This is an optimization exercise on Yosys and OpenROAD, whose aim is small area, not a production implementation. Only simulation tests tie the RTL to the original design; equivalence was not proved. Power figures rest on the tool's default switching activity, not on a simulated workload.

<file path="design/flow/run.sh">
#!/bin/bash
# synth_recipe.tcl (not shown) runs the flow's synth.tcl, then flattens the netlist and writes it again
# the make line also repeats each setting of config.mk as NAME=value (left out here)
make -C /OpenROAD-flow-scripts/flow DESIGN_CONFIG=/design/flow/config.mk WORK_HOME=/design/flow/orfs CLKGATE_MAP_FILE= SYNTH_SCRIPT=/design/flow/synth_recipe.tcl finish
</file>
<file path="design/flow/config.mk">
export PLATFORM = sky130hd
export DESIGN_NAME = registers
export DESIGN_NICKNAME = registers
export VERILOG_FILES = /design/flow/design.v
export SDC_FILE = /design/flow/constraint.sdc
export NUM_CORES = 4
export LEC_CHECK = 0
export CAP_MARGIN = 20
export CORE_MARGIN = 2
export CORE_UTILIZATION = 50
export CTS_BUF_LIST = sky130_fd_sc_hd__clkbuf_8
export CTS_CLUSTER_DIAMETER = 60
export CTS_CLUSTER_SIZE = 16
export SLEW_MARGIN = 20
export SYNTH_HIERARCHICAL = 1
</file>
<file path="design/flow/constraint.sdc">
create_clock -name core_clock -period 8.0 [get_ports {clk}]
set_input_delay 1.6000 -clock core_clock [delete_from_list [all_inputs] [get_ports {clk}]]
set_output_delay 1.6000 -clock core_clock [all_outputs]
set_load 0.01 [all_outputs]
</file>
<file path="design/flow/design.v">
package riscv_pkg;
  localparam int XLEN       = 32;
  localparam int REG_ADDR_W = 5;
  localparam int NREGS      = 32;
  typedef logic [REG_ADDR_W-1:0] reg_addr_t;
  typedef logic [XLEN-1:0]       xlen_t;
endpackage
module registers
#(
  parameter int XLEN  = riscv_pkg::XLEN,
  parameter int NREGS = riscv_pkg::NREGS
) (
  input  logic      clk,
  input  logic      rst,
  input  riscv_pkg::reg_addr_t read_reg1,
  input  riscv_pkg::reg_addr_t read_reg2,
  input  riscv_pkg::reg_addr_t write_reg,
  input  riscv_pkg::xlen_t     write_data,
  input  logic      reg_write_enable,
  output riscv_pkg::xlen_t     read_data1,
  output riscv_pkg::xlen_t     read_data2
);
  localparam int NDUP  = 2;             
  localparam int SLICE = XLEN / NDUP;   
  logic [XLEN-1:0] regs_q [1:NREGS-1];
  logic            ph_q;
  logic wr_ok;
  assign wr_ok = reg_write_enable & (write_reg != '0);
  always_ff @(posedge clk) begin
    ph_q <= ~rst & ~ph_q;
  end
  logic [XLEN-1:0] col [NDUP];
  for (genvar c = 0; c < NDUP; c++) begin : g_col
    for (genvar b = 0; b < XLEN; b++) begin : g_b
      rf_xor2 u_c (.a(write_data[b]), .b(ph_q), .y(col[c][b]));
    end
  end
  logic [3:0] whi;
  logic [7:0] wlo;
  for (genvar g = 0; g < 4; g++) begin : g_whi
    assign whi[g] = ~rst & wr_ok & (write_reg[4:3] == 2'(g));
  end
  for (genvar l = 0; l < 8; l++) begin : g_wlo
    assign wlo[l] = (write_reg[2:0] == 3'(l));
  end
  for (genvar i = 1; i < NREGS; i++) begin : g_row
    for (genvar c = 0; c < NDUP; c++) begin : g_cp
      logic wr, keep;
      logic [SLICE-1:0] d;
      rf_a21o  u_w (.a(whi[i/8]), .b(wlo[i%8]), .r(rst), .y(wr));
      rf_nand2 u_k (.a(whi[i/8]), .b(wlo[i%8]), .y(keep));
      for (genvar b = 0; b < SLICE; b++) begin : g_bit
        rf_oai22 u_nx (.a1(regs_q[i][c*SLICE+b]), .a2(wr),
                       .b1(col[(i*NDUP)/NREGS][c*SLICE+b]), .b2(keep), .y(d[b]));
      end
      always_ff @(posedge clk) begin
        regs_q[i][c*SLICE +: SLICE] <= d;
      end
    end
  end
  riscv_pkg::reg_addr_t rd_addr [2];
  assign rd_addr[0] = read_reg1;
  assign rd_addr[1] = read_reg2;
  for (genvar p = 0; p < 2; p++) begin : g_rd
    logic             bypass, nbyp, unph;
    logic [3:0]       rhi;
    logic [7:0]       rlo;
    logic [XLEN-1:0]  data;
    assign bypass = ~rst & wr_ok & (rd_addr[p] == write_reg);
    assign nbyp   = ~bypass;
    assign unph   = ph_q & (rd_addr[p] != '0);
    for (genvar g = 0; g < 4; g++) begin : g_rhi
      assign rhi[g] = (rd_addr[p][4:3] == 2'(g));
    end
    for (genvar l = 0; l < 8; l++) begin : g_rlo
      assign rlo[l] = (rd_addr[p][2:0] == 3'(l));
    end
    for (genvar c = 0; c < NDUP; c++) begin : g_cp
      logic [NREGS-1:1] sel;
      for (genvar i = 1; i < NREGS; i++) begin : g_sel
        rf_and2 u_s (.a(rhi[i/8]), .b(rlo[i%8]), .y(sel[i]));
      end
      for (genvar b = c*SLICE; b < (c+1)*SLICE; b++) begin : g_bit
        logic [NREGS-1:1] v;
        logic [9:0]       y;
        logic g0, g1, g2, m, x;
        for (genvar i = 1; i < NREGS; i++) begin : g_v
          assign v[i] = regs_q[i][b];
        end
        for (genvar k = 0; k < 10; k++) begin : g_aoi
          rf_aoi222 u_a (.a1(sel[3*k+1]), .a2(v[3*k+1]),
                         .b1(sel[3*k+2]), .b2(v[3*k+2]),
                         .c1(sel[3*k+3]), .c2(v[3*k+3]), .y(y[k]));
        end
        rf_nand4 u_n0 (.a(y[0]), .b(y[1]), .c(y[2]), .d(y[3]), .y(g0));
        rf_nand4 u_n1 (.a(y[4]), .b(y[5]), .c(y[6]), .d(y[7]), .y(g1));
        rf_last  u_n2 (.y8(y[8]), .y9(y[9]), .a1(sel[31]), .a2(v[31]), .y(g2));
        rf_or3   u_o  (.a(g0), .b(g1), .c(g2), .y(m));
        rf_xor2  u_x  (.a(m), .b(unph), .y(x));
        rf_a22o  u_bp (.a1(x), .a2(nbyp), .b1(write_data[b]), .b2(bypass), .y(data[b]));
      end
    end
  end
  assign read_data1 = g_rd[0].data;
  assign read_data2 = g_rd[1].data;
endmodule
module rf_oai22 (input logic a1, a2, b1, b2, output logic y);
  assign y = ~((a1 | a2) & (b1 | b2));
endmodule
module rf_aoi222 (input logic a1, a2, b1, b2, c1, c2, output logic y);
  assign y = ~((a1 & a2) | (b1 & b2) | (c1 & c2));
endmodule
module rf_nand4 (input logic a, b, c, d, output logic y);
  assign y = ~(a & b & c & d);
endmodule
module rf_last (input logic y8, y9, a1, a2, output logic y);
  assign y = ~(y8 & y9 & ~(a1 & a2));
endmodule
module rf_a22o (input logic a1, a2, b1, b2, output logic y);
  assign y = (a1 & a2) | (b1 & b2);
endmodule
module rf_or3 (input logic a, b, c, output logic y);
  assign y = a | b | c;
endmodule
module rf_xor2 (input logic a, b, output logic y);
  assign y = a ^ b;
endmodule
module rf_and2 (input logic a, b, output logic y);
  assign y = a & b;
endmodule
module rf_a21o (input logic a, b, r, output logic y);
  assign y = r | (a & b);
endmodule
module rf_nand2 (input logic a, b, output logic y);
  assign y = ~(a & b);
endmodule
</file>
==> results of run 1 <==
stage by stage:
step | area (um^2) | power (mW) | hold slack (ns) | utilization (%)
floorplan | 37920 | 6.543 | 0.4415 | -
global route | 42810 | 10.63 | 0.4861 | 57.21
detailed placement | 41170 | 7.356 | 0.4600 | 55.03
finish | 42830 | 10.37 | 0.4757 | 57.25
global placement | 41140 | 7.299 | 0.4490 | 54.98
CTS | 42770 | 10.27 | 0.4734 | 57.16
logic make-up (layout without fill, tap and decap cells):
logic type | after synthesis | after routing
xor gates and xnor gates | 138 | 138
buffers and inverters | 11 | 353
other | 0 | 12
and+or+nand+nor | 555 | 555
AOI/OAI and AO/OA | 1761 | 1761
DFF | 993 | 993
modules after synthesis, one instance, submodules excluded:
module / cell area (um^2) / times used
rf_and2: 6.256 / 124
rf_nand4: 6.256 / 128
rf_oai22: 6.256 / 992
rf_nand2: 3.754 / 62
rf_xor2: 8.758 / 128
rf_a22o: 8.758 / 64
rf_last: 8.758 / 64
rf_aoi222: 10.01 / 640
registers: 20390 / 1
rf_a21o: 7.507 / 62
rf_or3: 6.256 / 64
registers in the layout (all words and copies together) (netlist names):
register	count
regs_q	992
ph_q	1
power groups by stage:
| stage | Sequential (mW) | Combinational, mW | Clock (mW) |
|---|---|---|---|
| 3_3_place_gp | 5.73 | 1.57 | 0 |
| 6_report | 5.67 | 1.68 | 3.02 |
| 5_1_grt | 5.71 | 1.71 | 3.21 |
| 3_5_place_dp | 5.76 | 1.60 | 0 |
| 4_1_cts | 5.65 | 1.60 | 3.02 |
| 2_1_floorplan | 5.67 | 0.869 | 0 |
routing by layer:
layer / track usage [%] / up-vias
li1: - / 16350
met1: 58.31 / 19780
met2: 62.23 / 3866
met3: 14.14 / 707
met4: 31.07 / 8
met5: 0.1251 / -
worst paths after layout:
kind / start / to / slack [ns] / depth (start not counted)
max: read_reg2[2] / read_data2[10] / 0.18 / 9
min: regs_q[31][7] / regs_q[31][7] / 0.48 / 1
max reg2reg: ph_q / regs_q[1][23] / 5.50 / 4
min reg2reg: regs_q[31][7] / regs_q[31][7] / 0.48 / 1
worst max-delay path: cells and delay by family:
kind | cells | cell delay [ns]
buf+inv | 2 | 1.10
compound gates | 2 | 1.26
xor+xnor | 1 | 0.16
simple gates | 4 | 2.08
layout by cell type, fill, tap and decap left out, types with 2 or more instances in the layout:
master                              n
sky130_fd_sc_hd__xor2_2             3
sky130_fd_sc_hd__xnor2_1            3
sky130_fd_sc_hd__nor2b_1            4
sky130_fd_sc_hd__and4_1             2
sky130_fd_sc_hd__xor2_1           132
sky130_fd_sc_hd__clkinv_8           2
sky130_fd_sc_hd__o22ai_1          992
sky130_fd_sc_hd__nand2_1          129
sky130_fd_sc_hd__clkdlybuf4s50_1  112
sky130_fd_sc_hd__and3_2             2
sky130_fd_sc_hd__nor3b_2            6
sky130_fd_sc_hd__nor3_1             2
sky130_fd_sc_hd__buf_4            120
sky130_fd_sc_hd__clkinv_2           5
sky130_fd_sc_hd__nand4_1          130
sky130_fd_sc_hd__and3b_1            4
sky130_fd_sc_hd__diode_2           12
sky130_fd_sc_hd__nor2_1             6
sky130_fd_sc_hd__clkinvlp_4         7
sky130_fd_sc_hd__nand3_1           64
sky130_fd_sc_hd__a22o_1            64
sky130_fd_sc_hd__bufinv_16          8
sky130_fd_sc_hd__dfxtp_1          992
sky130_fd_sc_hd__nor3b_1            5
sky130_fd_sc_hd__or3_1             64
sky130_fd_sc_hd__a222oi_1         640
sky130_fd_sc_hd__nor2_2             3
sky130_fd_sc_hd__and3b_2            2
sky130_fd_sc_hd__inv_1              6
sky130_fd_sc_hd__clkbuf_8          87
sky130_fd_sc_hd__a21o_1            62
sky130_fd_sc_hd__and2_1           126
sky130_fd_sc_hd__buf_6              2
sky130_fd_sc_hd__a21boi_4           2
layout make-up:
cell class | count | area [um^2]
antenna | 12 | 30.03
clock buffer | 87 | 1197
clock inverter | 31 | 401.6
fill | 6467 | 31990
multi-input combinational | 2454 | 18060
sequential | 993 | 19880
tap | 969 | 1212
timing repair buffer | 235 | 2049
==> qor.csv, run 1 <==
stage,metric,value,unit
outcome,run_status,timing/DRC/antenna clean,
sta,setup_viol,0,
sta,maxSlewHeadroom,17.80,%
clock_tree,cts_num_sinks,993,
route,totalWireLength,183.9,mm
floorplanning,die-area,78060,um^2
cells_and_area,layoutNonFillerInstCount,4781,
clock_tree,post-cts-setup-buffers,0,
place,gp_congestion,1.045,
clock_tree,cts_repair_resize_count,0,
synthesis,fraction_of_the_mapped_netlist_area_in_compound_gates,36.03,%
floorplanning,pin_count,114,
synthesis,synth_enable_flop_cells,0,
route,routed-wl-met2,74.12,mm
synthesis,synth_sequential_area_ratio,52.43,%
synthesis,post_synth_num_cell_types,31,
route,maxUsedRoutingLayer,met5,
synthesis,syn_area,37920,um^2
pwr,powerDensity,242.1,nW/um^2
pwr,power.share.sequential,54.6,%
place,dp_cells,4649,
critical_path,crit_path_start_kind,input pin,
synthesis,yosys.area_share.simple,8.173,%
synthesis,combinational_family_with_the_most_area_after_synthesis,compound AO/OA/AOI/OAI gates,
route,drc,0,
pwr,p_switching,3.094,mW
sta,finalMaxSlewViolations,0,
synthesis,syn-mean-instance-area,10.97,um^2
synthesis,post_synth_most_frequent_cells,"993 x sky130_fd_sc_hd__dfxtp_1, 992 x sky130_fd_sc_hd__o22ai_1, 640 x sky130_fd_sc_hd__a222oi_1, 135 x sky130_fd_sc_hd__xor2_1, 130 x sky130_fd_sc_hd__nand4_1",
sta,grt_setup_unrepaired,false,
cells_and_area,fin_nets,3813,
synthesis,yosys_most_used_dff,sky130_fd_sc_hd__dfxtp_1,
critical_path,critical_path_peak_fanout,16,
pwr,cellInternalPower,7.277,mW
route,drt_first_pass_iters,13,
route,dr_total_vias,40710,
route,m1WireLength,65.71,mm
floorplanning,die_height,279.4,um
sta,finalHoldViolCount,0,
synthesis,yosys.area_share.adder,0,%
floorplanning,initial_utilization,50.68,%
clock_tree,clkTransAtPathRegs,0.09,ns
route,detail_route.vias_per_cell,8.515,
place,dp_worst_setup_slack,0.5884,ns
place,io_port_bufs,113,
floorplanning,rows,100,
critical_path,path_cells,"clkdlybuf4s50_1, and3b_1, and2_1, a222oi_1, nand3_1, or3_1, xor2_1, a22o_1, clkdlybuf4s50_1",
sta,worst_slack,0.1794,ns
critical_path,timing.critical_path.mode_cell,sky130_fd_sc_hd__clkdlybuf4s50_1,
synthesis,syn-instance-count,3458,
global_routing,antenna_found_initial,12,
clock_tree,cts_hold_buf,0,
pwr,power.leakage,15.70,nW
synthesis,synth_top_cells_by_area,"sky130_fd_sc_hd__dfxtp_1 52%, sky130_fd_sc_hd__a222oi_1 17%, sky130_fd_sc_hd__o22ai_1 16%",
route,drt.antenna.violating_nets,0,
sta,finalWorstPathRequiredPeriod,7.821,ns
min_path,hp-class,flop to flop,
sta,max_slew.worst_pin.slew,1.228,ns
global_routing,grt_pass1_wl,259.7,mm
synthesis,synth.mux.area_fraction,0,%
sta,post-route-period-util,97.76,%
floorplanning,die_width,279.4,um
clock_tree,cts_root_buf,sky130_fd_sc_hd__clkbuf_8,
synthesis,synth-xor-area-share,3.187,%
global_routing,grt_start_max_net_pins,65,
synthesis,synth_async_sr_flop_share,0,%
critical_path,timing.setup.critical_path_class,input pin to primary output,
critical_path,end_kind,primary output,
critical_path,worstPathRequired,6.40,ns
global_routing,first_global_vias,37220,
pwr,p_comb_share,16.2,%
synthesis,synth_top_area_share,52.43,%
place,hpwl,121.4,mm
cells_and_area,layout-drive-gt1-share,6.789,%
global_routing,grt.overflow.total,0,
route,detail_route.iter0.violations,10560,
route,drt-wirelength-per-cell,38.47,um
critical_path,critPathArrivalTime,6.22,ns
sta,highest_achievable_clock_rate,0.1279,GHz
pwr,p_sw_share,29.83,%
critical_path,worst_path_max_delay_cell,sky130_fd_sc_hd__a222oi_1,
clock_tree,cts_max_level,3,
clock_tree,cts_buffer_depth,3,
route,route.met3.wl,28.38,mm
critical_path,max_stage_delay,0.99,ns
pwr,clockPowerShare,29.1,%
job,max_cap_viol_count,0,
clock_tree,tritoncts,yes,
synthesis,synth_seq_cells,993,
cells_and_area,syn_to_final_growth,12.96,%
synthesis,synth.yosys.warnings,12,
synthesis,syn-num-nets,3508,
pwr,peakVddDrop,0.0001537,V
sta,clock_skew,0.03922,ns
synthesis,post-synth-top-count-cell,sky130_fd_sc_hd__dfxtp_1,
synthesis,synth_largest_area_cell,sky130_fd_sc_hd__dfxtp_1,
global_routing,overall_global_routing_usage,44.58,%
sta,fin_setup_tns,0,ns
clock_tree,worst_skew_pair.late_latency,0.75,ns
clock_tree,cts_buffers,79,
floorplanning,core-area,74820,um^2
==> inputs of run 2 (changes only) <==
==> design/flow/flow/run.sh (new file) <==
#!/bin/bash
# The standard layout, with the ports buffered by the smallest buffer
# (buf_1) instead of the delay buffer buffer_ports picks by default;
# repair_design and repair_timing still resize them as needed.
set -euo pipefail
export BUFFER_PORTS_ARGS="-buffer_cell sky130_fd_sc_hd__buf_1"
bash standard.sh finish > standard.log 2>&1
==> design/flow/standard.sh (new file) <==
#!/bin/bash
# synth_recipe.tcl (not shown) runs the flow's synth.tcl, then flattens the netlist and writes it again
# the make line also repeats each setting of config.mk as NAME=value (left out here)
make -C /OpenROAD-flow-scripts/flow DESIGN_CONFIG=/design/flow/config.mk WORK_HOME=/design/flow/orfs CLKGATE_MAP_FILE= SYNTH_SCRIPT=/design/flow/synth_recipe.tcl "${@:-finish}"
--- a/design/flow/config.mk
+++ b/design/flow/config.mk
@@ -9,3 +9,3 @@
 export CORE_MARGIN = 2
-export CORE_UTILIZATION = 50
+export CORE_UTILIZATION = 60
 export CTS_BUF_LIST = sky130_fd_sc_hd__clkbuf_8
@@ -13,2 +13,3 @@
 export CTS_CLUSTER_SIZE = 16
+export GPL_TIMING_DRIVEN = 0
 export SLEW_MARGIN = 20
removed: design/flow/run.sh
==> run 2 against run 1 <==
  * Still clean on timing, DRC and antenna
  * Wire length down 11%
  * Design area down 3.0%
  * Cell count decreased by 4.9%
  * Largest power group unchanged
==> qor.csv, run 2 <==
stage,metric,value,unit,change
clock_tree,tritoncts,yes,,unchanged
global_routing,first_global_vias,36760,,was 37.22k
critical_path,crit_path_start_kind,input pin,,unchanged
floorplanning,die_height,255.4,um,was 279.4 um
sta,highest_achievable_clock_rate,0.1447,GHz,was 0.1279 GHz
critical_path,timing.critical_path.max_delay_family,simple AND/OR/NAND/NOR gates,,unchanged
synthesis,syn_area,37920,um^2,unchanged
synthesis,combinational_family_with_the_most_area_after_synthesis,compound AO/OA/AOI/OAI gates,,unchanged
synthesis,synth.mux.area_fraction,0,%,unchanged
sta,clock_skew,0.02427,ns,was 0.03922 ns
sta,finalWorstPathRequiredPeriod,6.909,ns,was 7.821 ns
place,hpwl,105.1,mm,was 121.4 mm
synthesis,post_synth_num_cell_types,31,,unchanged
critical_path,timing.critical_path.mode_cell,sky130_fd_sc_hd__buf_1,,was sky130_fd_sc_hd__clkdlybuf4s50_1
clock_tree,post-cts-setup-buffers,0,,unchanged
clock_tree,cts_buffer_depth,3,,unchanged
pwr,p_sw_share,29.92,%,was 29.83%
sta,maxSlewHeadroom,21.34,%,was 17.80%
synthesis,synth_largest_area_cell,sky130_fd_sc_hd__dfxtp_1,,unchanged
min_path,hp-class,flop to flop,,unchanged
clock_tree,cts_root_buf,sky130_fd_sc_hd__clkbuf_8,,unchanged
critical_path,worst_path_max_delay_cell,sky130_fd_sc_hd__a222oi_1,,unchanged
pwr,p_switching,2.883,mW,was 3.094 mW
route,drt_first_pass_iters,14,,was 13
clock_tree,worst_skew_pair.late_latency,0.74,ns,was 0.75 ns
global_routing,grt_start_max_net_pins,40,,was 65
critical_path,critical_path_peak_fanout,16,,unchanged
clock_tree,cts_buffers,74,,was 79
cells_and_area,mostFrequentLayoutCells,"992 x sky130_fd_sc_hd__o22ai_1, 992 x sky130_fd_sc_hd__dfxtp_1, 640 x sky130_fd_sc_hd__a222oi_1",,unchanged
place,io_port_bufs,102,,was 113
critical_path,worstPathRequired,6.40,ns,about the same
cells_and_area,max_reg_flops,992,,unchanged
cells_and_area,biggestRegsByFlops,"regs_q: 992 flops, ph_q: 1 flops",,unchanged
critical_path,path_cells,"buf_1, nor2_1, and2_1, a222oi_1, nand4_1, or3_1, xor2_1, a22o_1, buf_1",,"was clkdlybuf4s50_1, and3b_1, and2_1, a222oi_1, nand3_1, or3_1, xor2_1, a22o_1, clkdlybuf4s50_1"
synthesis,post-synth-top-count-cell,sky130_fd_sc_hd__dfxtp_1,,unchanged
sta,post-route-period-util,86.36,%,was 97.76%
critical_path,critical_path_cell_count,9,,unchanged
pwr,peakVddDrop,0.0001564,V,was 0.0001537 V
job,max_cap_viol_count,0,,unchanged
floorplanning,die_width,255.4,um,was 279.4 um
cells_and_area,fin_nets,3717,,was 3813
synthesis,synth_async_sr_flop_share,0,%,unchanged
route,detail_route.iter0.violations,11120,,was 10.56k
clock_tree,cts_hold_buf,0,,unchanged
cells_and_area,largest_register,regs_q,,unchanged
route,drt-wirelength-per-cell,36.14,um,was 38.47 um
sta,worst_hold_margin,0.4724,ns,was 0.4757 ns
cells_and_area,layoutNonFillerInstCount,4546,,was 4781
critical_path,worstSetupStartpoint,read_reg1[3],,was read_reg2[2]
sta,max_slew.worst_pin.slew,1.176,ns,was 1.228 ns
critical_path,worst-r2r-cell-count,3,,was 4
pwr,powerDensity,232.0,nW/um^2,was 242.1 nW/um^2
synthesis,synth_seq_cells,993,,unchanged
synthesis,synth_top_area_share,52.43,%,unchanged
floorplanning,core-area,62740,um^2,was 74820 um^2
pwr,power.share.sequential,58.7,%,was 54.6%
sta,finalHoldViolCount,0,,unchanged
route,drt.antenna.violating_nets,0,,unchanged
cells_and_area,syn_to_final_growth,9.523,%,was 12.96%
synthesis,syn-mean-instance-area,10.97,um^2,unchanged
sta,setup_viol,0,,unchanged
synthesis,syn-num-nets,3508,,unchanged
critical_path,reg2reg_slack,5.52,ns,was 5.50 ns
floorplanning,rows,92,,was 100
synthesis,synth_enable_flop_cells,0,,unchanged
clock_tree,clkTransAtPathRegs,0.10,ns,was 0.09 ns
pwr,clockPowerShare,26.0,%,was 29.1%
critical_path,timing.setup.critical_path_class,input pin to primary output,,unchanged
global_routing,antenna_found_initial,19,,was 12
pwr,p_comb_share,15.3,%,was 16.2%
synthesis,yosys.area_share.adder,0,%,unchanged
synthesis,syn-instance-count,3458,,unchanged
synthesis,synth_top_cells_by_area,"sky130_fd_sc_hd__dfxtp_1 52%, sky130_fd_sc_hd__a222oi_1 17%, sky130_fd_sc_hd__o22ai_1 16%",,unchanged
critical_path,critical_path.reg2reg.endpoint,regs_q[10][5],,was regs_q[1][23]
global_routing,grt.overflow.total,0,,unchanged
floorplanning,pin_count,114,,unchanged
global_routing,overall_global_routing_usage,47.67,%,was 44.58%
place,gp_congestion,1.105,,was 1.045
synthesis,synth_sequential_area_ratio,52.43,%,unchanged
route,totalWireLength,164.3,mm,was 183.9 mm
critical_path,crit_end,read_data1[12],,was read_data2[10]
synthesis,yosys.area_share.simple,8.173,%,unchanged
sta,grt_setup_unrepaired,false,,unchanged
critical_path,end_kind,primary output,,unchanged
global_routing,grt_pass1_wl,239.0,mm,was 259.7 mm
route,drc,0,,unchanged
synthesis,post_synth_most_frequent_cells,"993 x sky130_fd_sc_hd__dfxtp_1, 992 x sky130_fd_sc_hd__o22ai_1, 640 x sky130_fd_sc_hd__a222oi_1, 135 x sky130_fd_sc_hd__xor2_1, 130 x sky130_fd_sc_hd__nand4_1",,unchanged
outcome,run_status,timing/DRC/antenna clean,,unchanged
pwr,cellInternalPower,6.754,mW,was 7.277 mW
clock_tree,cts_num_sinks,993,,unchanged
synthesis,yosys_most_used_dff,sky130_fd_sc_hd__dfxtp_1,,unchanged
synthesis,synth-xor-area-share,3.187,%,unchanged
route,dr_total_vias,40160,,was 40.71k
critical_path,max_stage_delay,0.92,ns,was 0.99 ns
pwr,power.leakage,14.87,nW,was 15.70 nW
critical_path,critPathArrivalTime,5.31,ns,was 6.22 ns
synthesis,synth.yosys.warnings,12,,unchanged
critical_path,reg2reg_from,ph_q,,unchanged
clock_tree,cts_max_level,3,,unchanged
synthesis,fraction_of_the_mapped_netlist_area_in_compound_gates,36.03,%,unchanged
floorplanning,initial_utilization,60.44,%,was 50.68%
critical_path,worst_path_buf_inv,2,,unchanged
floorplanning,die-area,65220,um^2,was 78060 um^2
route,detail_route.vias_per_cell,8.834,,was 8.515
clock_tree,cts_repair_resize_count,0,,unchanged
place,dp_cells,4437,,was 4649
cells_and_area,layout-drive-gt1-share,5.956,%,was 6.789%
sta,fin_setup_tns,0,ns,unchanged
sta,finalMaxSlewViolations,0,,unchanged
-- run 2: power by group through the flow --
stage | Clock [mW] | Combinational, mW | Sequential (mW)
after floorplan | 0 | 0.869 | 5.67
after global placement | 0 | 1.29 | 5.71
after detailed placement | 0 | 1.38 | 5.75
after CTS | 2.50 | 1.38 | 5.64
after global routing | 2.67 | 1.51 | 5.70
final | 2.50 | 1.47 | 5.66
-- run 2: logic make-up after synthesis --
family / after synthesis
buffers and inverters: 11
AND/OR/NAND/NOR: 555
AO/OA/AOI/OAI: 1761
XOR/XNOR: 138
flip-flops: 993
-- run 2: per-layer routing --
| metal | GRT usage [%] | vias up | wire [um] |
|---|---|---|---|
| met2 | 70.34 | 4051 | 69340 |
| met1 | 59.43 | 19080 | 54030 |
| met5 | 0.07310 | - | 54 |
| met4 | 36.06 | 6 | 16310 |
| li1 | - | 16070 | - |
| met3 | 13.22 | 945 | 24550 |
-- run 2: through the flow --
| stage | setup WS, ns | cell area [um^2] | util (%) | total power, mW |
|---|---|---|---|---|
| 3_5_place_dp | 1.622 | 40180 | 64.05 | 7.126 |
| 3_3_place_gp | -3.486 | 39360 | 62.74 | 7.003 |
| 2_1_floorplan | 0.3740 | 37920 | - | 6.543 |
| 5_1_grt | 1.146 | 41490 | 66.14 | 9.883 |
| 6_report | 1.091 | 41530 | 66.20 | 9.637 |
| 4_1_cts | 1.606 | 41320 | 65.86 | 9.515 |
-- run 2: worst register-to-register path: stages (launching register included) --
cell	delay, ns
sky130_fd_sc_hd__dfxtp_4	0.75
sky130_fd_sc_hd__buf_16	0.36
sky130_fd_sc_hd__xor2_1	0.98
sky130_fd_sc_hd__o22ai_1	0.19
-- run 2: layout make-up --
| class | count | area (um^2) |
|---|---|---|
| Buffer | 11 | 70.07 |
| Clock buffer | 77 | 1060 |
| Tap cell | 846 | 1059 |
| Sequential cell | 993 | 19880 |
| Antenna cell | 23 | 57.56 |
| Fill cell | 4901 | 21210 |
| Timing Repair Buffer | 133 | 777.0 |
| Multi-Input combinational cell | 2454 | 18550 |
| Clock inverter | 9 | 78.83 |
-- run 2: worst min-delay path by stage --
stage,start,to,slack [ns],cells after the start
after floorplan,regs_q[10][0],regs_q[10][0],0.44,1
after global placement,regs_q[19][10],regs_q[19][10],0.45,1
after detailed placement,regs_q[31][1],regs_q[31][1],0.46,1
after CTS,regs_q[5][7],regs_q[5][7],0.47,1
after global routing,regs_q[19][20],regs_q[19][20],0.49,1
final,regs_q[8][13],regs_q[8][13],0.47,1
-- run 2: per-module statistics from Yosys, one instance, submodules excluded --
module / cells / cell area, um^2 / times used
rf_last: 2 / 8.758 / 64
rf_xor2: 1 / 8.758 / 128
rf_nand4: 1 / 6.256 / 128
rf_nand2: 1 / 3.754 / 62
rf_a22o: 1 / 8.758 / 64
rf_and2: 1 / 6.256 / 124
rf_or3: 1 / 6.256 / 64
rf_aoi222: 1 / 10.01 / 640
rf_a21o: 1 / 7.507 / 62
registers: 1066 / 20390 / 1
rf_oai22: 1 / 6.256 / 992

==> afterwards: timing with drivers on the ports <==
The results above use ideal ports. As a check the final layouts listed here were re-extracted and re-timed, cells and wires unchanged.
Step 1 assumes that a clkbuf_16 drives the clock port and a buf_2 every other input.
Step 2 adds t to the input delays and takes it off the output delays; t is the mean of the earliest and latest rising clock arrival at the registers after step 1. Input paths then give back, and output paths get back, about the clock's delay inside the block.
Three values: ideal, step 1, step 2; two values: the first two.
run	t (ns)	setup WS [ns]	worst setup path after step 2
run 1	0.801	0.179 / 0.113 / 0.113	input to output
run 2	0.780	1.091 / 0.939 / 0.939	input to output
After both steps setup and hold are still met in every run listed. For run 2, which loses most, drivers alone change the setup slack by -0.152 ns; drivers and shift together by -0.152 ns.
